Context: an optimization exercise on an open-source flow, tuned for small area, a short achievable clock period and few clock cycles per item. The choices shown serve that exercise and are no tape-out recipe.
Function was checked by simulation only, so behaviour that the tests miss may differ from the original.
Power is estimated from default activity; no workload was simulated.

<file path="design/flow/constraint.sdc">
create_clock -name core_clock -period 5.2 [get_ports {clk}]
set_input_delay 1.0400 -clock core_clock [delete_from_list [all_inputs] [get_ports {clk}]]
set_output_delay 1.0400 -clock core_clock [all_outputs]
set_load 0.01 [all_outputs]
</file>
<file path="design/flow/config.mk">
export PLATFORM = sky130hd
export DESIGN_NAME = write_back_cache
export DESIGN_NICKNAME = write_back_cache
export VERILOG_FILES = /design/flow/design.v
export SDC_FILE = /design/flow/constraint.sdc
export NUM_CORES = 4
export LEC_CHECK = 0
export CAP_MARGIN = 20
export CORE_MARGIN = 2
export CORE_UTILIZATION = 55
export GPL_ROUTABILITY_DRIVEN = 1
export SETUP_SLACK_MARGIN = 1.5
export SLEW_MARGIN = 20
</file>
<file path="design/flow/run.sh">
#!/bin/bash
# synth_recipe.tcl (not shown) runs the flow's synth.tcl, then flattens the netlist and writes it again
# the make line also repeats each setting of config.mk as NAME=value (left out here)
make -C /OpenROAD-flow-scripts/flow DESIGN_CONFIG=/design/flow/config.mk WORK_HOME=/design/flow/orfs CLKGATE_MAP_FILE= SYNTH_SCRIPT=/design/flow/synth_recipe.tcl finish
</file>
<file path="design/flow/design.v">
`default_nettype none
package cache_pkg;
    localparam int word_width      = 32;
    localparam int words_per_line  = 4;
    localparam int line_width      = word_width * words_per_line;   
    localparam int num_lines       = 8;
    localparam int index_width     = 3;
    localparam int offset_width    = 2;
    localparam int addr_width      = 30;                             
    localparam int tag_width       = addr_width - index_width - offset_width;
    localparam int line_addr_width = tag_width + index_width;        
    typedef logic [word_width-1:0]  word_t;
    typedef logic [tag_width-1:0]   tag_t;
    typedef logic [index_width-1:0] index_t;
    typedef word_t [words_per_line-1:0] line_t;
    typedef struct packed {
        tag_t                    tag;     
        index_t                  index;
        logic [offset_width-1:0] word;    
    } addr_fields_t;
    typedef union packed {
        logic [addr_width-1:0] flat;
        addr_fields_t          fields;
    } proc_addr_u;
    typedef enum logic [1:0] {
        idle      = 2'd0,
        compare   = 2'd1,
        allocate  = 2'd2,
        writeback = 2'd3
    } cache_state_e;
endpackage
`default_nettype wire
`timescale 1ns/100ps
`default_nettype none
module write_back_cache (
    input  wire                                   clk,
    input  wire                                   rst_n,
    input  wire                                   proc_read,
    input  wire                                   proc_write,
    input  wire [cache_pkg::addr_width-1:0]       proc_addr,
    input  wire cache_pkg::word_t                 proc_wdata,
    output wire cache_pkg::word_t                 proc_rdata,
    output wire                                   proc_stall,
    output wire                                   mem_read,
    output wire                                   mem_write,
    output wire [cache_pkg::line_addr_width-1:0]  mem_addr,
    output wire cache_pkg::line_t                 mem_wdata,
    input  wire cache_pkg::line_t                 mem_rdata,
    input  wire                                   mem_ready
);
    localparam int WW = cache_pkg::word_width;
    localparam int LW = cache_pkg::line_width;
    localparam int NL = cache_pkg::num_lines;
    localparam int TW = cache_pkg::tag_width;
    wire  [LW-1:0] mem_line = mem_rdata;     
    logic [NL-1:0][LW-1:0] line_mem;
    logic [NL-1:0][TW-1:0] tag_mem;
    logic [NL-1:0] valid;
    logic [NL-1:0] dirty;
    wire [TW-1:0] a_tag = proc_addr[29:5];
    wire [2:0]    idx   = proc_addr[4:2];
    wire [1:0]    wsel  = proc_addr[1:0];
    wire          req   = proc_read | proc_write;
    logic [NL-1:0] line_hit;
    always_comb begin
        for (int i = 0; i < NL; i++) begin
            line_hit[i] = valid[i] & (tag_mem[i] == a_tag);
        end
    end
    logic [NL-1:0] idx_dec;
    logic          hit;
    logic          v_dirty;                  
    logic [TW-1:0] v_tag;
    logic [LW-1:0] line;
    always_comb begin
        hit     = 1'b0;
        v_dirty = 1'b0;
        v_tag   = '0;
        line    = '0;
        for (int i = 0; i < NL; i++) begin
            idx_dec[i] = (idx == i);
            hit     = hit     | (idx_dec[i] & line_hit[i]);
            v_dirty = v_dirty | (idx_dec[i] & dirty[i]);
            v_tag   = v_tag   | ({TW{idx_dec[i]}} & tag_mem[i]);
            line    = line    | ({LW{idx_dec[i]}} & line_mem[i]);
        end
    end
    assign mem_write = req & ~hit & v_dirty;
    assign mem_read  = req & ~hit & ~v_dirty;
    assign mem_addr  = {v_dirty ? v_tag : a_tag, idx};
    assign mem_wdata = line;
    logic [WW-1:0] line_word;
    logic [WW-1:0] fill_word;
    always_comb begin
        case (wsel)
            2'd0: begin line_word = line[0*WW +: WW]; fill_word = mem_line[0*WW +: WW]; end
            2'd1: begin line_word = line[1*WW +: WW]; fill_word = mem_line[1*WW +: WW]; end
            2'd2: begin line_word = line[2*WW +: WW]; fill_word = mem_line[2*WW +: WW]; end
            default: begin line_word = line[3*WW +: WW]; fill_word = mem_line[3*WW +: WW]; end
        endcase
    end
    assign proc_stall = ~hit & ~(mem_ready & ~v_dirty);
    assign proc_rdata = mem_ready ? fill_word : line_word;
    wire fill    = mem_read & mem_ready;
    wire wb_done = mem_write & mem_ready;
    wire store   = proc_write & hit;
    logic [3:0]    wsel_dec;
    logic [LW-1:0] wbus;
    always_comb begin
        for (int w = 0; w < 4; w++) begin
            wsel_dec[w] = (wsel == w);
            wbus[w*WW +: WW] = (proc_write & wsel_dec[w]) ? proc_wdata : mem_line[w*WW +: WW];
        end
    end
    always_ff @(posedge clk) begin
        for (int i = 0; i < NL; i++) begin
            for (int w = 0; w < 4; w++) begin
                if (idx_dec[i] && (fill || (store && wsel_dec[w]))) begin
                    line_mem[i][w*WW +: WW] <= wbus[w*WW +: WW];
                end
            end
            if (idx_dec[i] && fill) begin
                tag_mem[i] <= a_tag;
            end
        end
    end
    always_ff @(posedge clk or negedge rst_n) begin
        if (!rst_n) begin
            valid <= '0;
            dirty <= '0;
        end else begin
            for (int i = 0; i < NL; i++) begin
                if (idx_dec[i]) begin
                    if (fill) begin
                        valid[i] <= 1'b1;
                        dirty[i] <= proc_write;
                    end else if (store) begin
                        dirty[i] <= 1'b1;
                    end else if (wb_done) begin
                        dirty[i] <= 1'b0;
                    end
                end
            end
        end
    end
endmodule
`default_nettype wire
</file>
==> summary.md, run 1 <==
| Metric | Value |
|---|---|
| Post-synth ARST share | `0.0129` |
| Crit path to | `proc_rdata[12]` |
| Crit path from | `proc_addr[2]` |
| Drt pass-1 iters | `6` |
| Die H | `306 um` |
| CTS hold repair buffers | `0` |
| Root buffer cell | `clkbuf_16` |
| Vias in the first global route | `35,100` |
| Crit Reg-Reg Startpoint | `tag_mem[58]$_DFFE_PP_` |
| Reg2reg path depth | `14` |
| Largest net degree at the start of global routing | `42` |
| Layout Skew | `0.0301 ns` |
| Initial Util | `0.556` |
| GR Util met1 | `0.568` |
| Crit share post-route | `0.856` |
| Total nets after synthesis | `3,258` |
| GRT Residual Overflow | `0` |
| Leak pwr | `24.7 nW` |
| DRC | `0` |
| Routed vias/inst | `6.82` |
| Final setup violation count | `0` |
| # Max-Cap Violations | `0` |
| Status | `finished clean` |
| Num Clock Sinks | `1,240` |
| Port Buffers | `385` |
| R2R Setup Slk | `1.53 ns` |
| Row count | `110` |
| CTS max path bufs | `3` |
| Fin crit period | `4.45 ns` |
| Clock buffers created by TritonCTS | `120` |
| Crit end category | `output port` |
| RePlAce Congestion | `0.954` |
| Data arrival time of the critical path | `3.41 ns` |
| Req. time, crit path | `4.16 ns` |
| FMAX | `225 MHz` |
| Mean post-synth cell area | `16.4 sq um` |
| Number of fill cells in the layout | `4,974` |
| Rel. slew slack | `0.233` |
| WL final | `202 mm` |
| HPWL Detailed | `119 mm` |
| RSZ-0062 raised after global routing | `yes` |
| Synth warn | `1` |
| Critical path class | `in -> out` |
| Die area | `93,700 sq um` |
| Commonest cells after routing, fill and taps aside | `edfxtp_1, buf_4, a22oi_1` |
| Final Hold Viols | `0` |
| Number of I/O pins | `386` |
| Worst skew pair latency | `0.73 ns` |
| GR Util met3 | `0.0961` |
| CTS tree | `done` |
| Power density cells | `332 nW/um^2` |
| Layout cells sized above 1 | `0.415` |
| Iter 0 DRT Violations | `6,689` |
| Commonest non-fill, non-tap cell in the layout | `edfxtp_1` |
| Detail Route Antenna Nets | `0` |
| DR WL/cell | `36.9 um` |
| Final count of pins violating max slew | `0` |
| R2R Path End | `line_mem[309]$_DFFE_PP_` |
| Register area share after synthesis | `0.740` |
| Initial antenna violation count | `9` |
| Clock slew at the register clock pins of the worst setup and hold paths | `0.06 ns` |
| GRT Total Usage | `0.407` |
| #FFs+latches synth | `1,240` |
| PnR Total Power | `0.0237 W` |
| Worst vdd ir | `0.000339 V` |
| Number of synthesized flops with an enable pin | `1,224` |
| Core area | `90,300 sq um` |
| First-pass GRT wire length | `266 mm` |
| Main synth FF type | `edfxtp_1` |
| Critical Path Fanout Max | `7` |
| Gate Count Post-Synth | `3,063` |
| Startpoint Class | `input pin` |
| Area delta synth->final | `42.0%` |
| Slew @ Worst Pin | `1.15 ns` |
| CTS HTree Levels | `3` |
| Layout net count | `4,395` |
| Die Span X | `306 um` |
| DR vias | `37,400` |
| Top Usage Layer GRT | `met2` |
| Hold crit path type | `reg -> reg` |
| Min Hold Slack | `0.459 ns` |
| Fin util | `0.790` |
| Met2 Use GR | `0.618` |
| Cell variety after synth | `42` |
| Post-Syn Area | `50,200 sq um` |
sequential cells by signal, indices dropped and copies added (netlist names):
register  flops
valid         8
line_mem   1024
tag_mem     200
dirty         8
cells in the mapped netlist (2+ instances only):
library cell	instances	area share
a21o_1	8	0.0012
a22oi_1	616	0.092
and2_1	8	0.0010
and3b_1	3	0.00052
buf_1	32	0.0024
buf_2	105	0.010
buf_4	6	0.00090
buf_6	4	0.00090
clkbuf_1	72	0.0054
dfrtp_1	16	0.0080
edfxtp_1	1224	0.73
inv_1	4	0.00030
mux2_2	89	0.020
mux2i_1	5	0.0010
mux4_2	64	0.029
nand2_1	204	0.015
nand2b_1	2	0.00025
nand3_1	11	0.0011
nand3b_1	4	0.00060
nand4_1	201	0.025
nor2_1	131	0.0098
nor2b_1	2	0.00025
nor3_1	8	0.00080
nor3b_2	4	0.0010
nor4_1	8	0.0010
o21ai_0	10	0.0010
o31ai_1	8	0.0012
xnor2_1	200	0.035
how the worst min path moves through the flow:
stage / startpoint / endpoint / slack (ns) / cells past startpoint
floorplan: valid[0]$_DFFE_PN0P_ / valid[0]$_DFFE_PN0P_ / 0.43 / 1
global placement: valid[4]$_DFFE_PN0P_ / valid[4]$_DFFE_PN0P_ / 0.44 / 1
detailed placement: valid[3]$_DFFE_PN0P_ / valid[3]$_DFFE_PN0P_ / 0.44 / 1
CTS: valid[0]$_DFFE_PN0P_ / valid[0]$_DFFE_PN0P_ / 0.46 / 1
global route: valid[5]$_DFFE_PN0P_ / valid[5]$_DFFE_PN0P_ / 0.48 / 1
finish: valid[0]$_DFFE_PN0P_ / valid[0]$_DFFE_PN0P_ / 0.46 / 1
metrics by stage:
step	std cells	area, sq um	setup TNS, ns	setup slack, ns
2_1_floorplan	3063	51100	0	1.09
3_3_place_gp	4785	59200	-1.16	-0.165
3_5_place_dp	4785	59200	-1.18	-0.192
4_1_cts	5294	67700	0	0.835
5_1_grt	5478	71300	0	0.773
6_report	5483	71300	0	0.747
worst max-delay path: stages:
cell       delay (ns)
buf_12           0.12
buf_8            0.12
nor3b_4          0.16
buf_6            0.13
clkbuf_16        0.19
buf_12           0.15
clkbuf_16        0.16
a22oi_1          0.14
nand4_1          0.30
mux4_2           0.57
nor2_4           0.12
nor2_2           0.05
buf_2            0.14
repair_timing:
action / 4_1_cts / 5_1_grt
setup endpoints to repair: 1404 / 473
resized for setup: 585 / 753
hold endpoints to repair: 0 / 0
gates cloned: 42 / 30
pin swaps: 193 / 195
buffers inserted: 246 / 149
where the power goes:
| part | internal (W) | switching (W) |
|---|---|---|
| combinational | 0.00164 | 0.00187 |
| sequential | 0.0112 | 0.0000775 |
| clock | 0.00512 | 0.00376 |
| total | 0.0180 | 0.00571 |
cell type report:
class	instances	area [sq um]	share of cell area
Multi-Input combinational cell	1609	14700	0.206
Clock buffer	150	3190	0.0447
Inverter	4	15.0	0.000211
Antenna cell	8	20.0	0.000281
Tap cell	1176	1470	0.0206
Sequential cell	1240	37200	0.521
Clock inverter	71	777	0.0109
Timing Repair Buffer	1225	14000	0.196
kinds of logic after synthesis:
group | share of synthesized area
flip-flops | 0.740
multiplexers | 0.0501
AO/OA/AOI/OAI | 0.0963
XOR/XNOR | 0.0349
AND/OR/NAND/NOR | 0.0583
buffers and inverters | 0.0203
per-layer routing:
layer  wire length, um  share of wire
met5                20       0.000099
met3             29700           0.15
met1             70400           0.35
met2             91300           0.45
met4             10800          0.053
Testbench counts, summed over its fixed seeds: cycles 79,084, accesses 32,000.
==> run 2, diff against run 1 <==
--- a/design/flow/design.v
+++ b/design/flow/design.v
@@ -61,30 +61,25 @@
     wire [2:0]    idx   = proc_addr[4:2];
     wire [1:0]    wsel  = proc_addr[1:0];
     wire          req   = proc_read | proc_write;
-    logic [NL-1:0] line_hit;
-    always_comb begin
-        for (int i = 0; i < NL; i++) begin
-            line_hit[i] = valid[i] & (tag_mem[i] == a_tag);
-        end
-    end
     logic [NL-1:0] idx_dec;
-    logic          hit;
+    logic          v_valid;
     logic          v_dirty;                  
     logic [TW-1:0] v_tag;
     logic [LW-1:0] line;
     always_comb begin
-        hit     = 1'b0;
+        v_valid = 1'b0;
         v_dirty = 1'b0;
         v_tag   = '0;
         line    = '0;
         for (int i = 0; i < NL; i++) begin
             idx_dec[i] = (idx == i);
-            hit     = hit     | (idx_dec[i] & line_hit[i]);
+            v_valid = v_valid | (idx_dec[i] & valid[i]);
             v_dirty = v_dirty | (idx_dec[i] & dirty[i]);
             v_tag   = v_tag   | ({TW{idx_dec[i]}} & tag_mem[i]);
             line    = line    | ({LW{idx_dec[i]}} & line_mem[i]);
         end
     end
+    wire hit = v_valid & (v_tag == a_tag);
     assign mem_write = req & ~hit & v_dirty;
     assign mem_read  = req & ~hit & ~v_dirty;
     assign mem_addr  = {v_dirty ? v_tag : a_tag, idx};
==> design/flow/flow/run.sh (new file) <==
#!/bin/bash
# Standard ORFS layout (the standard.sh, unchanged synthesis) with two changes:
#  - ports are buffered with sky130_fd_sc_hd__buf_1 (repair may upsize them later)
#  - clock tree built from clkbuf_4/clkbuf_8 with sink clusters of up to 16 within 40 um and no dummy loads
set -euo pipefail
export BUFFER_PORTS_ARGS="-buffer_cell sky130_fd_sc_hd__buf_1"
export CTS_ARGS="-sink_clustering_enable -repair_clock_nets -dont_use_dummy_load -buf_list {sky130_fd_sc_hd__clkbuf_4 sky130_fd_sc_hd__clkbuf_8} -sink_clustering_size 16 -sink_clustering_max_diameter 40"
bash standard.sh finish > standard_finish.log 2>&1 || { tail -50 standard_finish.log; exit 1; }
test -f out/final.def
==> design/flow/standard.sh (new file) <==
#!/bin/bash
# synth_recipe.tcl (not shown) runs the flow's synth.tcl, then flattens the netlist and writes it again
# the make line also repeats each setting of config.mk as NAME=value (left out here)
make -C /OpenROAD-flow-scripts/flow DESIGN_CONFIG=/design/flow/config.mk WORK_HOME=/design/flow/orfs CLKGATE_MAP_FILE= SYNTH_SCRIPT=/design/flow/synth_recipe.tcl "${@:-finish}"
--- a/design/flow/config.mk
+++ b/design/flow/config.mk
@@ -5,9 +5,10 @@
 export SDC_FILE = /design/flow/constraint.sdc
 export NUM_CORES = 4
 export LEC_CHECK = 0
+export ABC_AREA = 1
 export CAP_MARGIN = 20
 export CORE_MARGIN = 2
 export CORE_UTILIZATION = 55
 export GPL_ROUTABILITY_DRIVEN = 1
-export SETUP_SLACK_MARGIN = 1.5
+export SETUP_SLACK_MARGIN = 0.8
 export SLEW_MARGIN = 20
removed: design/flow/run.sh
==> run 2 against run 1 <==
Effect of this change: combinational power down 34%; sequential share of layout area up 12 points; register-to-register slack better by 0.38 ns; highest routed layer is now met4; area after synthesis down 0.75%; largest cell class unchanged; count of clock-buffer cells in the layout unchanged.
==> summary.md, run 2 <==
| Metric | Value |
|---|---|
| #FFs+latches synth | `1,240 (unchanged)` |
| Layout cells sized above 1 | `0.144 (was 0.415)` |
| Slew @ Worst Pin | `1.21 ns (was 1.15 ns)` |
| RePlAce Congestion | `0.937 (was 0.954)` |
| Sw frac | `0.254 (was 0.241)` |
| Multi-input gate area | `11,700 sq um (was 14,700 sq um)` |
| Layout Skew | `0.0755 ns (was 0.0301 ns)` |
| WL final | `176 mm (was 202 mm)` |
| Die H | `305 um (was 306 um)` |
| CP Cell Sequence | `clkbuf_8 -> inv_6 -> nand2_1 -> inv_6 -> buf_12 -> nand2_1 -> and3_1 -> nand4_1 -> inv_1 -> o21ai_1 -> o21ai_0 -> o21ai_1 -> buf_1 (was buf_12 -> buf_8 -> nor3b_4 -> buf_6 -> clkbuf_16 -> buf_12 -> clkbuf_16 -> a22oi_1 -> nand4_1 -> mux4_2 -> nor2_4 -> nor2_2 -> buf_2)` |
| Leak pwr | `20.4 nW (was 24.7 nW)` |
| Status | `finished clean (unchanged)` |
| Startpoint Class | `input pin (unchanged)` |
| Crit path from | `proc_addr[4] (was proc_addr[2])` |
| DR WL/cell | `31.0 um (was 36.9 um)` |
| Register area share after synthesis | `0.746 (was 0.740)` |
| Main synth FF type | `edfxtp_1 (unchanged)` |
| CP Buf/Inv Count | `6 (was 7)` |
| PnR Total Power | `0.0194 W (was 0.0237 W)` |
| Routed vias/inst | `6.37 (was 6.82)` |
| Largest net degree at the start of global routing | `65 (was 42)` |
| Most instantiated library cell after synthesis | `edfxtp_1 (unchanged)` |
| Layout net count | `4,714 (was 4,395)` |
| Worst path slowest cell | `o21ai_1 (was mux4_2)` |
| Clock slew at the register clock pins of the worst setup and hold paths | `0.08 ns (was 0.06 ns)` |
| Synth warn | `1 (unchanged)` |
| Detail Route Antenna Nets | `0 (unchanged)` |
| CTS max path bufs | `3 (unchanged)` |
| Post-synth ARST share | `0.0129 (unchanged)` |
| Placed Area | `54,900 sq um (was 59,200 sq um)` |
| DRC | `0 (unchanged)` |
| Worst skew pair latency | `0.86 ns (was 0.73 ns)` |
| Die area | `93,000 sq um (was 93,700 sq um)` |
| Crit Reg-Reg Startpoint | `tag_mem[131]$_DFFE_PP_ (was tag_mem[58]$_DFFE_PP_)` |
| Final instance area | `58,000 sq um (was 71,300 sq um)` |
| Core area | `89,900 sq um (was 90,300 sq um)` |
| Crit end category | `output port (unchanged)` |
| Largest area contributor in the netlist | `edfxtp_1 (unchanged)` |
| Biggest regs | `line_mem: 1024 flops, tag_mem: 200 flops (unchanged)` |
| RSZ-0062 raised after global routing | `yes (unchanged)` |
| Mean post-synth cell area | `13.0 sq um (was 16.4 sq um)` |
| Commonest cells after routing, fill and taps aside | `edfxtp_1, nand2_1, buf_1 (was edfxtp_1, buf_4, a22oi_1)` |
| Number of I/O pins | `386 (unchanged)` |
| P_sw | `0.00491 W (was 0.00571 W)` |
| Power density cells | `334 nW/um^2 (was 332 nW/um^2)` |
| Final setup violation count | `0 (unchanged)` |
| R2R Path End | `line_mem[109]$_DFFE_PP_ (was line_mem[309]$_DFFE_PP_)` |
| Clock buffers created by TritonCTS | `150 (was 120)` |
| Gate Count Post-Synth | `3,844 (was 3,063)` |
| Initial Util | `0.554 (was 0.556)` |
| Reg2reg path depth | `16 (was 14)` |
| Register area | `37,200 sq um (unchanged)` |
| FMAX | `227 MHz (was 225 MHz)` |
| GRT Residual Overflow | `0 (unchanged)` |
| Hold crit path type | `in -> async (was reg -> reg)` |
| Commonest non-fill, non-tap cell in the layout | `edfxtp_1 (unchanged)` |
| CTS HTree Levels | `4 (was 3)` |
| Iter 0 DRT Violations | `5,155 (was 6,689)` |
| Top post-synthesis cells by count | `edfxtp_1, nand2_1, o21ai_0 (was edfxtp_1, a22oi_1, nand2_1)` |
| Internal | `0.0145 W (was 0.0180 W)` |
| Setup TNS | `0 ns (unchanged)` |
| Top-area cell type share of the netlist area | `0.738 (was 0.732)` |
| Area delta synth->final | `16.5% (was 42.0%)` |
| Drt pass-1 iters | `6 (unchanged)` |
| Final Hold Viols | `0 (unchanged)` |
| CTS tree | `done (unchanged)` |
| Cell variety after synth | `39 (was 42)` |
| Number of synthesized flops with an enable pin | `1,224 (unchanged)` |
| Num Clock Sinks | `1,240 (unchanged)` |
| Worst vdd ir | `0.000262 V (was 0.000339 V)` |
| HPWL Detailed | `117 mm (was 119 mm)` |
| Synth area leaders | `edfxtp_1, nand2_1, nand4_1 (was edfxtp_1, a22oi_1, xnor2_1)` |
| CTS hold repair buffers | `0 (unchanged)` |
| Rel. slew slack | `0.183 (was 0.233)` |
| Req. time, crit path | `4.16 ns (about the same)` |
| Vias in the first global route | `33,500 (was 35,100)` |
| Data arrival time of the critical path | `3.37 ns (was 3.41 ns)` |
| Most flop-heavy register | `line_mem (unchanged)` |
| Number of fill cells in the layout | `6,930 (was 4,974)` |
| Fin crit period | `4.41 ns (was 4.45 ns)` |
| Final count of pins violating max slew | `0 (unchanged)` |
| GRT Total Usage | `0.376 (was 0.407)` |
| Combinational fraction of design power | `0.120 (was 0.148)` |
| Port Buffers | `385 (unchanged)` |
| Post-Syn Area | `49,800 sq um (was 50,200 sq um)` |
| DR vias | `36,300 (was 37,400)` |
| Root buffer cell | `clkbuf_8 (was clkbuf_16)` |
| Crit share post-route | `0.848 (was 0.856)` |
| First-pass GRT wire length | `246 mm (was 266 mm)` |
| CP max stage delay | `0.26 ns (was 0.57 ns)` |
| Initial antenna violation count | `4 (was 9)` |
| # Max-Cap Violations | `0 (unchanged)` |
| R2R Setup Slk | `1.91 ns (was 1.53 ns)` |
| Critical Path Fanout Max | `28 (was 7)` |
| Sequential share of power | `0.583 (was 0.477)` |
| Die Span X | `305 um (was 306 um)` |
| Row count | `110 (unchanged)` |
| Total nets after synthesis | `4,039 (was 3,258)` |
| Top delay family on crit path | `buffers and inverters (unchanged)` |
| Clock Power Share | `0.297 (was 0.374)` |
| Critical path class | `in -> out (unchanged)` |
| Number of flip-flops in the largest register | `1,024 (unchanged)` |
## run 2: kinds of logic (layout without fill, tap and decap cells)
family / count (synthesis) / after routing / share of synthesized area
AOI/OAI and AO/OA: 617 / 617 / 0.0825
DFF: 1240 / 1240 / 0.746
muxes: 9 / 9 / 0.00181
and+or+nand+nor: 1619 / 1619 / 0.139
buffers and inverters: 359 / 1032 / 0.0314
other: 0 / 5 / 0
## run 2: what timing repair did
action / CTS / global route
buffers inserted: 39 / 29
setup endpoints to repair: 58 / 36
resized for setup: 58 / 44
gates cloned: 5 / 1
pin swaps: 29 / 31
## run 2: metrics by stage
step,instances,hold WS (ns),utilization,worst slack (ns)
6_report,5698,0.283,0.646,0.789
4_1_cts,5663,0.270,0.641,0.814
5_1_grt,5694,0.341,0.646,0.671
3_3_place_gp,5469,0.442,0.611,0.243
2_1_floorplan,3844,0.424,-,0.540
3_5_place_dp,5469,0.450,0.611,0.152
## run 2: layer usage
metal,vias to the layer above,track usage,share of wire
li1,15500,-,-
met1,18000,0.515,0.38
met2,2386,0.586,0.46
met3,391,0.0763,0.11
met4,0,0.172,0.050
met5,-,0,0
## run 2: cell type report
cell class,instances,share of cell area
Multi-Input combinational cell,2245,0.202
Timing Repair Buffer,746,0.0854
Tap cell,1176,0.0254
Sequential cell,1240,0.640
Clock buffer,150,0.0356
Timing Repair inverter,4,0.000604
Inverter,132,0.0103
Antenna cell,5,0.000216
## run 2: power by group through the flow
stage	registers [W]	logic [W]	clock network [W]
finish	0.0113	0.00233	0.00574
detailed placement	0.0115	0.00214	0
floorplan	0.0115	0.000978	0
global placement	0.0115	0.00214	0
global route	0.0113	0.00243	0.00615
CTS	0.0113	0.00223	0.00578
## run 2: worst max-delay path by stage
stage	endpoint	slack, ns	depth (start not counted)
3_3_place_gp	proc_rdata[10]	0.24	14
4_1_cts	proc_rdata[12]	0.81	13
3_5_place_dp	proc_rdata[10]	0.15	14
6_report	proc_rdata[20]	0.79	13
5_1_grt	proc_rdata[3]	0.67	16
2_1_floorplan	line_mem[128]$_DFFE_PP_	0.54	18
## run 2: worst register-to-register path, stage by stage, from the launching register on
cell and delay, ns:
edfxtp_1 0.36, nand4_1 0.10, nand2_1 0.07, nor2_1 0.24, nand2_1 0.14, nand2_1 0.10, nand2_1 0.05, nor2_1 0.22
nand2_1 0.10, nor2_1 0.09, nand2_1 0.11, nor2_4 0.14, nand2_2 0.13, inv_2 0.17, nand2_2 0.25, a21oi_4 0.48
buf_12 0.22
Testbench counts of run 2, summed over its fixed seeds: cycles 79,084, accesses 32,000.
==> run 3, diff against run 2 <==
--- a/design/flow/config.mk
+++ b/design/flow/config.mk
@@ -10,5 +10,6 @@
 export CORE_MARGIN = 2
 export CORE_UTILIZATION = 55
 export GPL_ROUTABILITY_DRIVEN = 1
+export PLACE_DENSITY = 0.75
 export SETUP_SLACK_MARGIN = 0.8
 export SLEW_MARGIN = 20
==> run 3 against run 2 <==
Effect of this change: combinational power decreased by 4%; register-to-register slack about the same; clock power down 5.1%; sequential power about the same; critical endpoint is now proc_rdata[4]; largest power group unchanged.
==> summary.md, run 3 <==
| Metric | Value |
|---|---|
| Status | `finished clean (unchanged)` |
| CTS hold repair buffers | `0 (unchanged)` |
| Layout cells sized above 1 | `0.122 (was 0.144)` |
| CTS max path bufs | `3 (unchanged)` |
| WL final | `167 mm (was 176 mm)` |
| Fin util | `0.636 (was 0.646)` |
| Clock buffers created by TritonCTS | `137 (was 150)` |
| Internal | `0.0142 W (was 0.0145 W)` |
| Sw frac | `0.252 (was 0.254)` |
| Number of I/O pins | `386 (unchanged)` |
| Req. time, crit path | `4.16 ns (about the same)` |
| Layout net count | `4,607 (was 4,714)` |
| GRT Residual Overflow | `0 (unchanged)` |
| Main synth FF type | `edfxtp_1 (unchanged)` |
| Hold crit path type | `in -> async (unchanged)` |
| Detail Route Antenna Nets | `0 (unchanged)` |
| Final setup violation count | `0 (unchanged)` |
| Die Span X | `305 um (unchanged)` |
| Startpoint Class | `input pin (unchanged)` |
| CP Cell Sequence | `buf_1 -> inv_1 -> nor2_4 -> inv_1 -> buf_4 -> o21ai_0 -> a221oi_1 -> o21ai_0 -> buf_1 (was clkbuf_8 -> inv_6 -> nand2_1 -> inv_6 -> buf_12 -> nand2_1 -> and3_1 -> nand4_1 -> inv_1 -> o21ai_1 -> o21ai_0 -> o21ai_1 -> buf_1)` |
| DR WL/cell | `29.8 um (was 31.0 um)` |
| RSZ-0062 raised after global routing | `yes (unchanged)` |
| Row count | `110 (unchanged)` |
| Crit path from | `proc_addr[0] (was proc_addr[4])` |
| Die H | `305 um (unchanged)` |
| Fin crit period | `4.44 ns (was 4.41 ns)` |
| DR vias | `36,300 (about the same)` |
| CTS tree | `done (unchanged)` |
| Most instantiated library cell after synthesis | `edfxtp_1 (unchanged)` |
| DRC | `0 (unchanged)` |
| Largest area contributor in the netlist | `edfxtp_1 (unchanged)` |
| FMAX | `225 MHz (was 227 MHz)` |
| Worst skew pair latency | `0.88 ns (was 0.86 ns)` |
| CP Buf/Inv Count | `5 (was 6)` |
| Crit Reg-Reg Startpoint | `tag_mem[111]$_DFFE_PP_ (was tag_mem[131]$_DFFE_PP_)` |
| Number of flip-flops in the largest register | `1,024 (unchanged)` |
| PnR Total Power | `0.0190 W (was 0.0194 W)` |
| Final instance area | `57,100 sq um (was 58,000 sq um)` |
| First-pass GRT wire length | `233 mm (was 246 mm)` |
| Layout Skew | `0.110 ns (was 0.0755 ns)` |
| Synth area leaders | `edfxtp_1, nand2_1, nand4_1 (unchanged)` |
| Routed vias/inst | `6.49 (was 6.37)` |
| Clock slew at the register clock pins of the worst setup and hold paths | `0.08 ns (about the same)` |
| Worst vdd ir | `0.000280 V (was 0.000262 V)` |
| Register area share after synthesis | `0.746 (unchanged)` |
| Power density cells | `332 nW/um^2 (was 334 nW/um^2)` |
| Setup TNS | `0 ns (unchanged)` |
| Slew @ Worst Pin | `1.22 ns (was 1.21 ns)` |
| Final count of pins violating max slew | `0 (unchanged)` |
| Final Hold Viols | `0 (unchanged)` |
| Critical Path Fanout Max | `9 (was 28)` |
| Most flop-heavy register | `line_mem (unchanged)` |
| Cell variety after synth | `39 (unchanged)` |
| Critical path class | `in -> out (unchanged)` |
| Port Buffers | `385 (unchanged)` |
| Post-synth ARST share | `0.0129 (unchanged)` |
| Commonest cells after routing, fill and taps aside | `edfxtp_1, nand2_1, buf_1 (unchanged)` |
| Total nets after synthesis | `4,039 (unchanged)` |
| Crit share post-route | `0.853 (was 0.848)` |
| CP max stage delay | `0.43 ns (was 0.26 ns)` |
| Mean post-synth cell area | `13.0 sq um (unchanged)` |
| Die area | `93,000 sq um (unchanged)` |
| Synth warn | `1 (unchanged)` |
| Combinational fraction of design power | `0.117 (was 0.120)` |
| Largest net degree at the start of global routing | `53 (was 65)` |
| HPWL Detailed | `106 mm (was 117 mm)` |
| Top delay family on crit path | `buffers and inverters (unchanged)` |
| # Max-Cap Violations | `0 (unchanged)` |
| Sequential share of power | `0.595 (was 0.583)` |
| Crit end category | `output port (unchanged)` |
| GRT Total Usage | `0.351 (was 0.376)` |
| Data arrival time of the critical path | `3.40 ns (was 3.37 ns)` |
| Worst path slowest cell | `inv_1 (was o21ai_1)` |
| Num Clock Sinks | `1,240 (unchanged)` |
| Gate Count Post-Synth | `3,844 (unchanged)` |
| Initial Util | `0.554 (unchanged)` |
| Drt pass-1 iters | `6 (unchanged)` |
| Biggest regs | `line_mem: 1024 flops, tag_mem: 200 flops (unchanged)` |
| Number of synthesized flops with an enable pin | `1,224 (unchanged)` |
| Root buffer cell | `clkbuf_8 (unchanged)` |
| Placed Area | `54,500 sq um (was 54,900 sq um)` |
| Iter 0 DRT Violations | `6,752 (was 5,155)` |
| #FFs+latches synth | `1,240 (unchanged)` |
| Rel. slew slack | `0.180 (was 0.183)` |
| Leak pwr | `19.8 nW (was 20.4 nW)` |
| P_sw | `0.00478 W (was 0.00491 W)` |
| Post-Syn Area | `49,800 sq um (unchanged)` |
| Core area | `89,900 sq um (unchanged)` |
| Clock Power Share | `0.287 (was 0.297)` |
| Initial antenna violation count | `19 (was 4)` |
| Number of fill cells in the layout | `6,505 (was 6,930)` |
| Commonest non-fill, non-tap cell in the layout | `edfxtp_1 (unchanged)` |
| Top post-synthesis cells by count | `edfxtp_1, nand2_1, o21ai_0 (unchanged)` |
| RePlAce Congestion | `0.990 (was 0.937)` |
| CTS HTree Levels | `4 (unchanged)` |
| Vias in the first global route | `33,900 (was 33,500)` |
| Area delta synth->final | `14.7% (was 16.5%)` |
| Top-area cell type share of the netlist area | `0.738 (unchanged)` |
run 3: layout make-up:
cell class / instances / area (sq um) / share of cell area
Clock buffer: 137 / 1890 / 0.0330
Multi-Input combinational cell: 2245 / 11700 / 0.204
Sequential cell: 1240 / 37200 / 0.650
Timing Repair Buffer: 652 / 4320 / 0.0756
Inverter: 132 / 587 / 0.0103
Antenna cell: 10 / 25.0 / 0.000438
Timing Repair inverter: 4 / 28.8 / 0.000504
Tap cell: 1176 / 1470 / 0.0258
run 3: path summary, 6_finish.rpt:
path                                      endpoint  slack (ns)  cells past startpoint
max reg2reg                line_mem[509]$_DFFE_PP_        1.92                     16
min                           valid[5]$_DFFE_PN0P_        0.35                      1
min in group core_clock       valid[5]$_DFFE_PN0P_        0.46                      2
max in group asynchronous     dirty[1]$_DFFE_PN0P_        4.18                      1
min reg2reg                   valid[5]$_DFFE_PN0P_        0.46                      2
max                                  proc_rdata[4]        0.76                      9
run 3: power groups by stage:
stage,combinational (W),clock [W],sequential [W]
6_report,0.00223,0.00545,0.0113
5_1_grt,0.00231,0.00580,0.0113
4_1_cts,0.00209,0.00543,0.0113
3_5_place_dp,0.00204,0,0.0115
3_3_place_gp,0.00201,0,0.0115
2_1_floorplan,0.000978,0,0.0115
run 3: routing by layer:
metal,up-vias,wire (um),global-route usage
met5,-,136,0.0129
met4,20,7490,0.147
met3,440,26700,0.102
met2,3271,74400,0.526
met1,17300,57900,0.482
li1,15300,-,-
run 3: worst reg2reg max path, delay by kind of cell, from the launching register on:
| family | cells | cell delay (ns) |
|---|---|---|
| AND/OR/NAND/NOR | 12 | 1.22 |
| buffers and inverters | 3 | 1.06 |
| flip-flops | 1 | 0.38 |
| AO/OA/AOI/OAI | 1 | 0.24 |
run 3: repair_timing:
item	CTS	global route
buffers inserted	21	31
gates cloned	2	4
resized for setup	46	55
setup endpoints to repair	56	50
hold endpoints to repair	0	0
pin swaps	12	29
run 3: cell families (layout without fill, tap and decap cells):
kind of cell           count (synthesis)  in the layout  synth area share
AOI/OAI and AO/OA                    617            617            0.0825
DFF                                 1240           1240             0.746
other                                  0             10                 0
muxes                                  9              9           0.00181
buffers and inverters                359            925            0.0314
and+or+nand+nor                     1619           1619             0.139
run 3: metrics by stage:
stage | std cells | setup slack (ns) | hold WS, ns
after floorplan | 3844 | 0.540 | 0.424
after global placement | 5391 | 0.293 | 0.436
after detailed placement | 5391 | 0.290 | 0.445
after CTS | 5551 | 0.734 | 0.313
after global routing | 5591 | 0.760 | 0.388
final | 5596 | 0.762 | 0.354
==> run 4, diff against run 3 <==
==> design/flow/flow/run.sh (replaced) <==
#!/bin/bash
# Standard ORFS layout (the standard.sh, unchanged synthesis) with these changes:
#  - ports are buffered with sky130_fd_sc_hd__buf_1 (repair may upsize them later)
#  - clock tree built from clkbuf_4/clkbuf_8 with sink clusters of up to 20 within 45 um and no dummy loads
set -euo pipefail
export BUFFER_PORTS_ARGS="-buffer_cell sky130_fd_sc_hd__buf_1"
export CTS_ARGS="-sink_clustering_enable -repair_clock_nets -dont_use_dummy_load -buf_list {sky130_fd_sc_hd__clkbuf_4 sky130_fd_sc_hd__clkbuf_8} -sink_clustering_size 20 -sink_clustering_max_diameter 45"
bash standard.sh cts > standard_cts.log 2>&1 || { tail -50 standard_cts.log; exit 1; }
bash standard.sh SETUP_SLACK_MARGIN=1.0 finish > standard_finish.log 2>&1 || { tail -50 standard_finish.log; exit 1; }
test -f out/final.def
==> run 4 against run 3 <==
Effect of this change: first-iteration DRC count rose by 6.2%; critical path depth rose by 4; core utilization is 1.4 points higher; non-clock buffer count up 90; critical path type unchanged; sequential share of layout area down 1.4 points; final cell count is 1.3% higher; via count increased by 2.6%; global-route usage shrank 0.25 points; still clean on timing, DRC and antenna; clock skew increased by 0.018 ns; combinational power grew 9.9%; maximum frequency increased by 2.9%.
==> summary.md, run 4 <==
| Metric | Value |
|---|---|
| WP depth | `13 (was 9)` |
| Clock buffers created by TritonCTS | `112 (was 137)` |
| Fin crit period | `4.31 ns (was 4.44 ns)` |
| First-pass GRT wire length | `232 mm (was 233 mm)` |
| Clock Power Share | `0.264 (was 0.287)` |
| Die area | `93,000 sq um (unchanged)` |
| CTS tree | `done (unchanged)` |
| Rel. slew slack | `0.155 (was 0.180)` |
| # Max-Cap Violations | `0 (unchanged)` |
| CTS hold repair buffers | `0 (unchanged)` |
| #FFs+latches synth | `1,240 (unchanged)` |
| Most flop-heavy register | `line_mem (unchanged)` |
| Clock slew at the register clock pins of the worst setup and hold paths | `0.08 ns (about the same)` |
| Hold crit path type | `in -> async (unchanged)` |
| Num Clock Sinks | `1,240 (unchanged)` |
| Critical Path Fanout Max | `18 (was 9)` |
| Crit end category | `output port (unchanged)` |
| Startpoint Class | `input pin (unchanged)` |
| R2R Setup Slk | `1.91 ns (was 1.92 ns)` |
| DR vias | `37,300 (was 36,300)` |
| CP Cell Sequence | `buf_12 -> inv_8 -> nand3_4 -> clkinv_16 -> buf_16 -> a22o_1 -> a221oi_2 -> nand4_1 -> nand2_1 -> nand2_1 -> o21ai_2 -> o21ai_1 -> buf_1 (was buf_1 -> inv_1 -> nor2_4 -> inv_1 -> buf_4 -> o21ai_0 -> a221oi_1 -> o21ai_0 -> buf_1)` |
| Placed Area | `54,500 sq um (unchanged)` |
| Largest area contributor in the netlist | `edfxtp_1 (unchanged)` |
| Biggest regs | `line_mem: 1024 flops, tag_mem: 200 flops (unchanged)` |
| P_sw | `0.00480 W (was 0.00478 W)` |
| Final instance area | `58,400 sq um (was 57,100 sq um)` |
| Combinational fraction of design power | `0.131 (was 0.117)` |
| Register area share after synthesis | `0.746 (unchanged)` |
| Number of I/O pins | `386 (unchanged)` |
| CP Buf/Inv Count | `5 (unchanged)` |
| Non-filler instance count after layout | `5,669 (was 5,596)` |
| Layout Skew | `0.128 ns (was 0.110 ns)` |
| Synth area leaders | `edfxtp_1, nand2_1, nand4_1 (unchanged)` |
| Layout net count | `4,681 (was 4,607)` |
| Iter 0 DRT Violations | `7,170 (was 6,752)` |
| Top post-synthesis cells by count | `edfxtp_1, nand2_1, o21ai_0 (unchanged)` |
| WL final | `173 mm (was 167 mm)` |
| Synth warn | `1 (unchanged)` |
| Commonest non-fill, non-tap cell in the layout | `edfxtp_1 (unchanged)` |
| Data arrival time of the critical path | `3.27 ns (was 3.40 ns)` |
| Post-Syn Area | `49,800 sq um (unchanged)` |
| Port Buffers | `385 (unchanged)` |
| HPWL Detailed | `106 mm (unchanged)` |
| Vias in the first global route | `33,700 (was 33,900)` |
| Die Span X | `305 um (unchanged)` |
| Crit Reg-Reg Startpoint | `tag_mem[2]$_DFFE_PP_ (was tag_mem[111]$_DFFE_PP_)` |
| Number of flip-flops in the largest register | `1,024 (unchanged)` |
| Initial antenna violation count | `20 (was 19)` |
| Gate Count Post-Synth | `3,844 (unchanged)` |
| Crit path from | `proc_addr[4] (was proc_addr[0])` |
| Setup TNS | `0 ns (unchanged)` |
| Cell variety after synth | `39 (unchanged)` |
| Final count of pins violating max slew | `0 (unchanged)` |
| Mean post-synth cell area | `13.0 sq um (unchanged)` |
| Status | `finished clean (unchanged)` |
| Row count | `110 (unchanged)` |
| Req. time, crit path | `4.16 ns (about the same)` |
| CP max stage delay | `0.24 ns (was 0.43 ns)` |
| R2R Path End | `line_mem[184]$_DFFE_PP_ (was line_mem[509]$_DFFE_PP_)` |
| Leak pwr | `20.5 nW (was 19.8 nW)` |
| RSZ-0062 raised after global routing | `yes (unchanged)` |
| RePlAce Congestion | `0.990 (unchanged)` |
| Most frequent CP cell | `nand2_1` |
| Total nets after synthesis | `4,039 (unchanged)` |
| Largest net degree at the start of global routing | `53 (unchanged)` |
| Initial Util | `0.554 (unchanged)` |
| Die H | `305 um (unchanged)` |
| Number of synthesized flops with an enable pin | `1,224 (unchanged)` |
| Area delta synth->final | `17.2% (was 14.7%)` |
| Most instantiated library cell after synthesis | `edfxtp_1 (unchanged)` |
| FMAX | `232 MHz (was 225 MHz)` |
| Detail Route Antenna Nets | `0 (unchanged)` |
| Top-area cell type share of the netlist area | `0.738 (unchanged)` |
| CTS max path bufs | `3 (unchanged)` |
| GRT Residual Overflow | `0 (unchanged)` |
| Worst path slowest cell | `a22o_1 (was inv_1)` |
| Worst vdd ir | `0.000256 V (was 0.000280 V)` |
| Layout cells sized above 1 | `0.159 (was 0.122)` |
| Root buffer cell | `clkbuf_8 (unchanged)` |
| Commonest cells after routing, fill and taps aside | `edfxtp_1, nand2_1, buf_1 (unchanged)` |
| Sw frac | `0.257 (was 0.252)` |
| Top delay family on crit path | `compound AO/OA/AOI/OAI gates (was buffers and inverters)` |
| CTS HTree Levels | `3 (was 4)` |
| Crit path to | `proc_rdata[2] (was proc_rdata[4])` |
| Critical path class | `in -> out (unchanged)` |
| Power density cells | `320 nW/um^2 (was 332 nW/um^2)` |
| Internal | `0.0139 W (was 0.0142 W)` |
| Post-synth ARST share | `0.0129 (unchanged)` |
| Sequential share of power | `0.605 (was 0.595)` |
| Final setup violation count | `0 (unchanged)` |
| Slew @ Worst Pin | `1.25 ns (was 1.22 ns)` |
| DR WL/cell | `30.6 um (was 29.8 um)` |
| Worst skew pair latency | `0.87 ns (was 0.88 ns)` |
| Crit share post-route | `0.829 (was 0.853)` |
| GRT Total Usage | `0.348 (was 0.351)` |
| Main synth FF type | `edfxtp_1 (unchanged)` |
| Placed cells | `5,391 (unchanged)` |
| DRC | `0 (unchanged)` |
| Drt pass-1 iters | `7 (was 6)` |
| Min Hold Slack | `0.417 ns (was 0.354 ns)` |
| Core area | `89,900 sq um (unchanged)` |
| Final Hold Viols | `0 (unchanged)` |
| Reg2reg path depth | `15 (was 16)` |
| Routed vias/inst | `6.57 (was 6.49)` |
==> run 4: cell counts after synthesis <==
Identical to the previous run, type by type.
==> run 4: logic make-up after synthesis <==
| family | count (synthesis) | share of synthesized area |
|---|---|---|
| muxes | 9 | 0.00181 |
| buffers and inverters | 359 | 0.0314 |
| AOI/OAI and AO/OA | 617 | 0.0825 |
| DFF | 1240 | 0.746 |
| and+or+nand+nor | 1619 | 0.139 |
==> run 4: worst reg2reg max path, stage by stage, from the launching register on <==
cell and delay (ns):
edfxtp_1 0.40, nand3_1 0.11, nand2_1 0.07, nor2_1 0.28, nand2_1 0.15, nand2_1 0.10, nand2_1 0.07, nor2_2 0.08
nand2_1 0.07, nor2_1 0.08, nand2_1 0.10, nor2_4 0.16, buf_4 0.14, nand2_1 0.43, a21oi_4 0.35, buf_12 0.28
==> run 4: through the flow <==
step | utilization | total power (W) | setup slack, ns
6_report | 0.650 | 0.0187 | 0.887
3_3_place_gp | 0.606 | 0.0135 | 0.293
2_1_floorplan | - | 0.0125 | 0.540
5_1_grt | 0.650 | 0.0191 | 0.905
4_1_cts | 0.627 | 0.0183 | 0.798
3_5_place_dp | 0.606 | 0.0136 | 0.290
==> run 4: final cells by class <==
cell class                 count  area, sq um
timing repair inverter        13          115
timing repair buffer         742         5380
tap                         1176         1470
sequential                  1240        37200
multi-input combinational   2245        12100
clock buffer                 112         1540
inverter                     132          631
antenna                        9         22.5
fill                        6285        31500
==> run 4: timing repair <==
action                     CTS  global route
setup endpoints to repair   56            66
gates cloned                 3            20
gates resized for setup     51           231
setup buffers               24           110
pin swaps                   12            94
==> run 4: power by group through the flow <==
stage / clock network (W) / registers [W] / logic [W]
2_1_floorplan: 0 / 0.0115 / 0.000978
3_3_place_gp: 0 / 0.0115 / 0.00201
3_5_place_dp: 0 / 0.0115 / 0.00204
4_1_cts: 0.00490 / 0.0113 / 0.00210
5_1_grt: 0.00525 / 0.0113 / 0.00252
6_report: 0.00494 / 0.0113 / 0.00245
==> run 4: how the worst min path moves through the flow <==
stage	from	endpoint	slack, ns	cells past startpoint
after floorplan	valid[1]$_DFFE_PN0P_	valid[1]$_DFFE_PN0P_	0.42	2
after global placement	valid[1]$_DFFE_PN0P_	valid[1]$_DFFE_PN0P_	0.44	2
after detailed placement	valid[1]$_DFFE_PN0P_	valid[1]$_DFFE_PN0P_	0.44	2
after CTS	rst_n	valid[5]$_DFFE_PN0P_	0.38	1
after global routing	rst_n	valid[5]$_DFFE_PN0P_	0.46	1
final	rst_n	valid[5]$_DFFE_PN0P_	0.42	1
==> run 4: routing by layer <==
layer  track usage  vias up  share of wire
met5             0        -        0.00086
li1              -    15400              -
met2         0.523     3473           0.44
met3         0.111      573           0.17
met4         0.155       22          0.054
met1         0.469    17800           0.33
==> run 5, diff against run 4 <==
--- a/design/flow/design.v
+++ b/design/flow/design.v
@@ -32,6 +32,34 @@
 `default_nettype wire
 `timescale 1ns/100ps
 `default_nettype none
+module cache_sel8 (
+    input  wire [7:0] s,
+    input  wire [7:0] d,
+    output wire       y
+);
+    assign y = |(s & d);
+endmodule
+`default_nettype wire
+`default_nettype none
+module cache_idx_dec (
+    input  wire [2:0] idx,
+    output wire [7:0] dec
+);
+    for (genvar i = 0; i < 8; i++) begin : g_dec
+        assign dec[i] = (idx == i);
+    end
+endmodule
+module cache_tag_match (
+    input  wire        valid,
+    input  wire [24:0] tag,
+    input  wire [24:0] a_tag,
+    output wire        match
+);
+    assign match = valid & (tag == a_tag);
+endmodule
+`default_nettype wire
+`timescale 1ns/100ps
+`default_nettype none
 module write_back_cache (
     input  wire                                   clk,
     input  wire                                   rst_n,
@@ -61,49 +89,64 @@
     wire [2:0]    idx   = proc_addr[4:2];
     wire [1:0]    wsel  = proc_addr[1:0];
     wire          req   = proc_read | proc_write;
-    logic [NL-1:0] idx_dec;
-    logic          v_valid;
+    localparam int ND = 5;                   
+    logic [ND-1:0][NL-1:0] dec;
+    for (genvar k = 0; k < ND; k++) begin : g_dec
+        cache_idx_dec u_dec (.idx(idx), .dec(dec[k]));
+    end
+    wire [NL-1:0] idx_dec = dec[0];          
+    logic [NL-1:0] line_hit;
+    for (genvar i = 0; i < NL; i++) begin : g_match
+        cache_tag_match u_match (.valid(valid[i]), .tag(tag_mem[i]), .a_tag(a_tag), .match(line_hit[i]));
+    end
+    logic          hit;
     logic          v_dirty;                  
     logic [TW-1:0] v_tag;
     logic [LW-1:0] line;
-    always_comb begin
-        v_valid = 1'b0;
-        v_dirty = 1'b0;
-        v_tag   = '0;
-        line    = '0;
-        for (int i = 0; i < NL; i++) begin
-            idx_dec[i] = (idx == i);
-            v_valid = v_valid | (idx_dec[i] & valid[i]);
-            v_dirty = v_dirty | (idx_dec[i] & dirty[i]);
-            v_tag   = v_tag   | ({TW{idx_dec[i]}} & tag_mem[i]);
-            line    = line    | ({LW{idx_dec[i]}} & line_mem[i]);
+    cache_sel8 u_sel_hit   (.s(dec[0]), .d(line_hit), .y(hit));
+    cache_sel8 u_sel_dirty (.s(dec[0]), .d(dirty), .y(v_dirty));
+    for (genvar b = 0; b < TW; b++) begin : g_tag
+        wire [NL-1:0] col;
+        for (genvar i = 0; i < NL; i++) begin : g_col
+            assign col[i] = tag_mem[i][b];
         end
+        cache_sel8 u_sel (.s(dec[1]), .d(col), .y(v_tag[b]));
     end
-    wire hit = v_valid & (v_tag == a_tag);
+    for (genvar b = 0; b < LW; b++) begin : g_line
+        wire [NL-1:0] col;
+        for (genvar i = 0; i < NL; i++) begin : g_col
+            assign col[i] = line_mem[i][b];
+        end
+        cache_sel8 u_sel (.s(dec[2 + (b % 96) / 32]), .d(col), .y(line[b]));
+    end
     assign mem_write = req & ~hit & v_dirty;
     assign mem_read  = req & ~hit & ~v_dirty;
     assign mem_addr  = {v_dirty ? v_tag : a_tag, idx};
     assign mem_wdata = line;
-    logic [WW-1:0] line_word;
-    logic [WW-1:0] fill_word;
+    logic [3:0] wsel_dec;
     always_comb begin
-        case (wsel)
-            2'd0: begin line_word = line[0*WW +: WW]; fill_word = mem_line[0*WW +: WW]; end
-            2'd1: begin line_word = line[1*WW +: WW]; fill_word = mem_line[1*WW +: WW]; end
-            2'd2: begin line_word = line[2*WW +: WW]; fill_word = mem_line[2*WW +: WW]; end
-            default: begin line_word = line[3*WW +: WW]; fill_word = mem_line[3*WW +: WW]; end
-        endcase
+        for (int w = 0; w < 4; w++) begin
+            wsel_dec[w] = (wsel == w);
+        end
+    end
+    wire [7:0]     rd_sel = {wsel_dec & {4{mem_ready}}, wsel_dec & {4{~mem_ready}}};
+    wire [WW-1:0]  rd_word;
+    for (genvar b = 0; b < WW; b++) begin : g_rd
+        cache_sel8 u_sel (
+            .s (rd_sel),
+            .d ({mem_line[96+b], mem_line[64+b], mem_line[32+b], mem_line[b],
+                 line[96+b], line[64+b], line[32+b], line[b]}),
+            .y (rd_word[b])
+        );
     end
     assign proc_stall = ~hit & ~(mem_ready & ~v_dirty);
-    assign proc_rdata = mem_ready ? fill_word : line_word;
+    assign proc_rdata = rd_word;
     wire fill    = mem_read & mem_ready;
     wire wb_done = mem_write & mem_ready;
     wire store   = proc_write & hit;
-    logic [3:0]    wsel_dec;
     logic [LW-1:0] wbus;
     always_comb begin
         for (int w = 0; w < 4; w++) begin
-            wsel_dec[w] = (wsel == w);
             wbus[w*WW +: WW] = (proc_write & wsel_dec[w]) ? proc_wdata : mem_line[w*WW +: WW];
         end
     end
==> design/flow/flow/run.sh (replaced) <==
#!/bin/bash
# Standard ORFS layout (the standard.sh, unchanged synthesis) with two changes:
#  - ports are buffered with sky130_fd_sc_hd__buf_1 (repair may upsize them later)
#  - clock tree built from clkbuf_4/clkbuf_8 with sink clusters of up to 20 within 45 um and no dummy loads
set -euo pipefail
export BUFFER_PORTS_ARGS="-buffer_cell sky130_fd_sc_hd__buf_1"
export CTS_ARGS="-sink_clustering_enable -repair_clock_nets -dont_use_dummy_load -buf_list {sky130_fd_sc_hd__clkbuf_4 sky130_fd_sc_hd__clkbuf_8} -sink_clustering_size 20 -sink_clustering_max_diameter 45"
bash standard.sh finish > standard_finish.log 2>&1 || { tail -50 standard_finish.log; exit 1; }
test -f out/final.def
--- a/design/flow/config.mk
+++ b/design/flow/config.mk
@@ -5,7 +5,6 @@
 export SDC_FILE = /design/flow/constraint.sdc
 export NUM_CORES = 4
 export LEC_CHECK = 0
-export ABC_AREA = 1
 export CAP_MARGIN = 20
 export CORE_MARGIN = 2
 export CORE_UTILIZATION = 55
@@ -13,3 +12,4 @@
 export PLACE_DENSITY = 0.75
 export SETUP_SLACK_MARGIN = 0.8
 export SLEW_MARGIN = 20
+export SYNTH_HIERARCHICAL = 1
==> run 5 against run 4 <==
Effect of this change: first-iteration DRC count fell by 31%; global-route usage down 1.0 points; final cell count down 19%; critical path depth shrank 4.
==> summary.md, run 5 <==
| Metric | Value |
|---|---|
| Status | `finished clean (unchanged)` |
| CTS HTree Levels | `3 (unchanged)` |
| Most instantiated library cell after synthesis | `edfxtp_1 (unchanged)` |
| Sequential share of power | `0.624 (was 0.605)` |
| First-pass GRT wire length | `219 mm (was 232 mm)` |
| Die H | `303 um (was 305 um)` |
| GRT Residual Overflow | `0 (unchanged)` |
| Top-area cell type share of the netlist area | `0.750 (was 0.738)` |
| RePlAce Congestion | `0.915 (was 0.990)` |
| CTS tree | `done (unchanged)` |
| HPWL Detailed | `102 mm (was 106 mm)` |
| Gate Count Post-Synth | `2,760 (was 3,844)` |
| Crit end category | `output port (unchanged)` |
| Final count of pins violating max slew | `0 (unchanged)` |
| Mean post-synth cell area | `17.8 sq um (was 13.0 sq um)` |
| Drt pass-1 iters | `6 (was 7)` |
| R2R Setup Slk | `1.56 ns (was 1.91 ns)` |
| Final Hold Viols | `0 (unchanged)` |
| CP max stage delay | `0.46 ns (was 0.24 ns)` |
| Commonest cells after routing, fill and taps aside | `edfxtp_1, a22oi_1, buf_1 (was edfxtp_1, nand2_1, buf_1)` |
| DRC | `0 (unchanged)` |
| CP Cell Sequence | `clkbuf_8 -> and3_2 -> buf_4 -> buf_4 -> a22oi_1 -> nand4_1 -> a22oi_2 -> nand4_1 -> buf_1 (was buf_12 -> inv_8 -> nand3_4 -> clkinv_16 -> buf_16 -> a22o_1 -> a221oi_2 -> nand4_1 -> nand2_1 -> nand2_1 -> o21ai_2 -> o21ai_1 -> buf_1)` |
| GRT Total Usage | `0.338 (was 0.348)` |
| Startpoint Class | `input pin (unchanged)` |
| Vias in the first global route | `30,800 (was 33,700)` |
| Fin crit period | `4.45 ns (was 4.31 ns)` |
| Number of I/O pins | `386 (unchanged)` |
| Clock slew at the register clock pins of the worst setup and hold paths | `0.08 ns (about the same)` |
| Num Clock Sinks | `1,240 (unchanged)` |
| Number of synthesized flops with an enable pin | `1,224 (unchanged)` |
| CTS max path bufs | `3 (unchanged)` |
| Final setup violation count | `0 (unchanged)` |
| Internal | `0.0138 W (was 0.0139 W)` |
| Synth warn | `7 (was 1)` |
| Largest area contributor in the netlist | `edfxtp_1 (unchanged)` |
| Number of flip-flops in the largest register | `1,024 (unchanged)` |
| Commonest non-fill, non-tap cell in the layout | `edfxtp_1 (unchanged)` |
| Layout Skew | `0.105 ns (was 0.128 ns)` |
| Layout cells sized above 1 | `0.171 (was 0.159)` |
| Core area | `88,400 sq um (was 89,900 sq um)` |
| Post-Syn Area | `49,000 sq um (was 49,800 sq um)` |
| Register area share after synthesis | `0.758 (was 0.746)` |
| Initial Util | `0.555 (was 0.554)` |
| #FFs+latches synth | `1,240 (unchanged)` |
| Rel. slew slack | `0.301 (was 0.155)` |
| Power density cells | `324 nW/um^2 (was 320 nW/um^2)` |
| Critical path class | `in -> out (unchanged)` |
| Largest net degree at the start of global routing | `65 (was 53)` |
| Worst path slowest cell | `a22oi_2 (was a22o_1)` |
| Number of fill cells in the layout | `6,165 (was 6,285)` |
| Critical Path Fanout Max | `23 (was 18)` |
| Area delta synth->final | `14.0% (was 17.2%)` |
| Layout net count | `3,583 (was 4,681)` |
| DR vias | `32,200 (was 37,300)` |
| Crit path from | `proc_addr[3] (was proc_addr[4])` |
| Leak pwr | `16.9 nW (was 20.5 nW)` |
| Setup TNS | `0 ns (unchanged)` |
| R2R Path End | `line_mem[196]$_DFFE_PP_ (was line_mem[184]$_DFFE_PP_)` |
| Sw frac | `0.241 (was 0.257)` |
| Post-synth ARST share | `0.0129 (unchanged)` |
| Crit share post-route | `0.855 (was 0.829)` |
| Total nets after synthesis | `2,955 (was 4,039)` |
| Row count | `109 (was 110)` |
| Worst skew pair latency | `0.81 ns (was 0.87 ns)` |
| Die Span X | `303 um (was 305 um)` |
| # Max-Cap Violations | `0 (unchanged)` |
| Req. time, crit path | `4.16 ns (about the same)` |
| Biggest regs | `line_mem: 1024 flops, tag_mem: 200 flops (unchanged)` |
| WL final | `158 mm (was 173 mm)` |
| Combinational fraction of design power | `0.107 (was 0.131)` |
| Clock Power Share | `0.269 (was 0.264)` |
| RSZ-0062 raised after global routing | `yes (unchanged)` |
| Top post-synthesis cells by count | `edfxtp_1, a22oi_1, nand4_1 (was edfxtp_1, nand2_1, o21ai_0)` |
| Cell variety after synth | `34 (was 39)` |
| P_sw | `0.00437 W (was 0.00480 W)` |
| Worst vdd ir | `0.000288 V (was 0.000256 V)` |
| Port Buffers | `385 (unchanged)` |
| Die area | `91,500 sq um (was 93,000 sq um)` |
| CTS hold repair buffers | `0 (unchanged)` |
| DR WL/cell | `34.5 um (was 30.6 um)` |
| FMAX | `225 MHz (was 232 MHz)` |
| Main synth FF type | `edfxtp_1 (unchanged)` |
| Most flop-heavy register | `line_mem (unchanged)` |
| Final instance area | `55,900 sq um (was 58,400 sq um)` |
| Detail Route Antenna Nets | `0 (unchanged)` |
| Crit Reg-Reg Startpoint | `tag_mem[143]$_DFFE_PP_ (was tag_mem[2]$_DFFE_PP_)` |
| Root buffer cell | `clkbuf_8 (unchanged)` |
| Hold crit path type | `in -> async (unchanged)` |
| Reg2reg path depth | `11 (was 15)` |
| Routed vias/inst | `7.02 (was 6.57)` |
| Slew @ Worst Pin | `1.05 ns (was 1.25 ns)` |
| Placed Area | `53,700 sq um (was 54,500 sq um)` |
| Iter 0 DRT Violations | `4,942 (was 7,170)` |
| Initial antenna violation count | `36 (was 20)` |
| Data arrival time of the critical path | `3.41 ns (was 3.27 ns)` |
| Clock buffers created by TritonCTS | `114 (was 112)` |
| Synth area leaders | `edfxtp_1, a22oi_1, mux2_2 (was edfxtp_1, nand2_1, nand4_1)` |
run 5: how the worst max path moves through the flow:
| stage | endpoint | slack [ns] | depth (start not counted) |
|---|---|---|---|
| 4_1_cts | proc_rdata[5] | 0.63 | 11 |
| 3_5_place_dp | proc_rdata[5] | 0.02 | 9 |
| 2_1_floorplan | line_mem[896]$_DFFE_PP_ | 0.74 | 9 |
| 6_report | proc_rdata[19] | 0.75 | 9 |
| 3_3_place_gp | proc_rdata[5] | 0.05 | 9 |
| 5_1_grt | proc_rdata[5] | 0.72 | 11 |
run 5: per-module statistics from Yosys (local to each module, per instance):
module / cells inside / area, sq um
cache_sel8: 5 / 36.3
write_back_cache: 1513 / 39700
cache_idx_dec: 8 / 65.1
cache_tag_match: 34 / 279
run 5: area by class of cell:
cell class	count	area (sq um)	share of cell area
Sequential cell	1240	37200	0.665
Multi-Input combinational cell	1494	12300	0.221
Timing Repair Buffer	536	3260	0.0583
Clock buffer	114	1570	0.0281
Tap cell	1165	1460	0.0261
Antenna cell	32	80.1	0.00143
Inverter	2	7.51	0.000134
run 5: what timing repair did:
item	CTS	global route
buffers inserted	7	5
gates cloned	1	0
hold endpoints to repair	0	0
endpoints found under the setup margin	72	52
pin swaps	6	5
gates resized for setup	77	40
run 5: per-stage QoR:
| step | hold WS (ns) | utilization | power, W | setup slack [ns] | cells |
|---|---|---|---|---|---|
| after CTS | 0.362 | 0.630 | 0.0181 | 0.629 | 4545 |
| after floorplan | 0.427 | - | 0.0124 | 0.741 | 2760 |
| final | 0.377 | 0.632 | 0.0181 | 0.755 | 4583 |
| after global placement | 0.450 | 0.608 | 0.0133 | 0.0519 | 4423 |
| after global routing | 0.442 | 0.631 | 0.0186 | 0.715 | 4559 |
| after detailed placement | 0.444 | 0.608 | 0.0134 | 0.0232 | 4423 |
run 5: cells by family (layout without fill, tap and decap cells):
| logic type | after synthesis | in the layout | share of synthesized area |
|---|---|---|---|
| flip-flops | 1240 | 1240 | 0.758 |
| AO/OA/AOI/OAI | 770 | 770 | 0.118 |
| AND/OR/NAND/NOR | 362 | 363 | 0.0480 |
| XOR/XNOR | 200 | 200 | 0.0357 |
| multiplexers | 161 | 161 | 0.0370 |
| buffers and inverters | 27 | 652 | 0.00299 |
| other | 0 | 32 | 0 |
run 5: metal layers:
metal / GRT usage / vias to the layer above / routed length (um)
met5: 0 / - / 237
met4: 0.182 / 38 / 9370
met3: 0.111 / 390 / 22500
met2: 0.519 / 2597 / 72600
met1: 0.431 / 16100 / 53600
li1: - / 13100 / -
run 5: worst max-delay path, delay by kind of cell:
kind                   cells  cell delay [ns]
AOI/OAI and AO/OA          2             0.65
and+or+nand+nor            3             0.74
buffers and inverters      4             0.94
run 5: power groups by stage:
stage,Combinational [W],Sequential (W),Clock [W]
finish,0.00193,0.0113,0.00488
global route,0.00201,0.0113,0.00525
CTS,0.00187,0.0113,0.00489
detailed placement,0.00183,0.0115,0
global placement,0.00179,0.0115,0
floorplan,0.000899,0.0115,0
Testbench counts of run 5, summed over its fixed seeds: cycles 79,084, accesses 32,000.

==> re-timing with driven ports <==
The results above use ideal ports. As a check the final layouts listed here were re-extracted and re-timed, cells and wires unchanged. Step 1 assumes that a clkbuf_16 drives the clock port and a buf_2 every other input. Step 2 times the ports against the registers' clock, not the clock port: input delays grow and output delays shrink by t, the midpoint of the rising clock arrivals with the driver on. a / b / c = no drivers / after step 1 / after step 2; a / b = the first two.
| run | shift t [ns] | setup slack, ns | slew at the worst register clock pin (ns) | worst slew at a driven data input, ns |
|---|---|---|---|---|
| run 1 | 0.784 | 0.747 / 0.687 / 0.507 | 0.07 / 0.07 | 0.14 |
| run 2 | 0.893 | 0.789 / 0.759 / 0.532 | 0.09 / 0.09 | 0.13 |
| run 3 | 0.889 | 0.762 / 0.651 / 0.472 | 0.10 / 0.10 | 0.20 |
| run 4 | 0.865 | 0.887 / 0.824 / 0.530 | 0.12 / 0.12 | 0.22 |
| run 5 | 0.820 | 0.755 / 0.725 / 0.580 | 0.11 / 0.11 | 0.18 |
After both steps setup and hold are still met in every run listed. For run 4, which loses most, drivers alone change the setup slack by -0.063 ns; drivers and shift together by -0.357 ns.
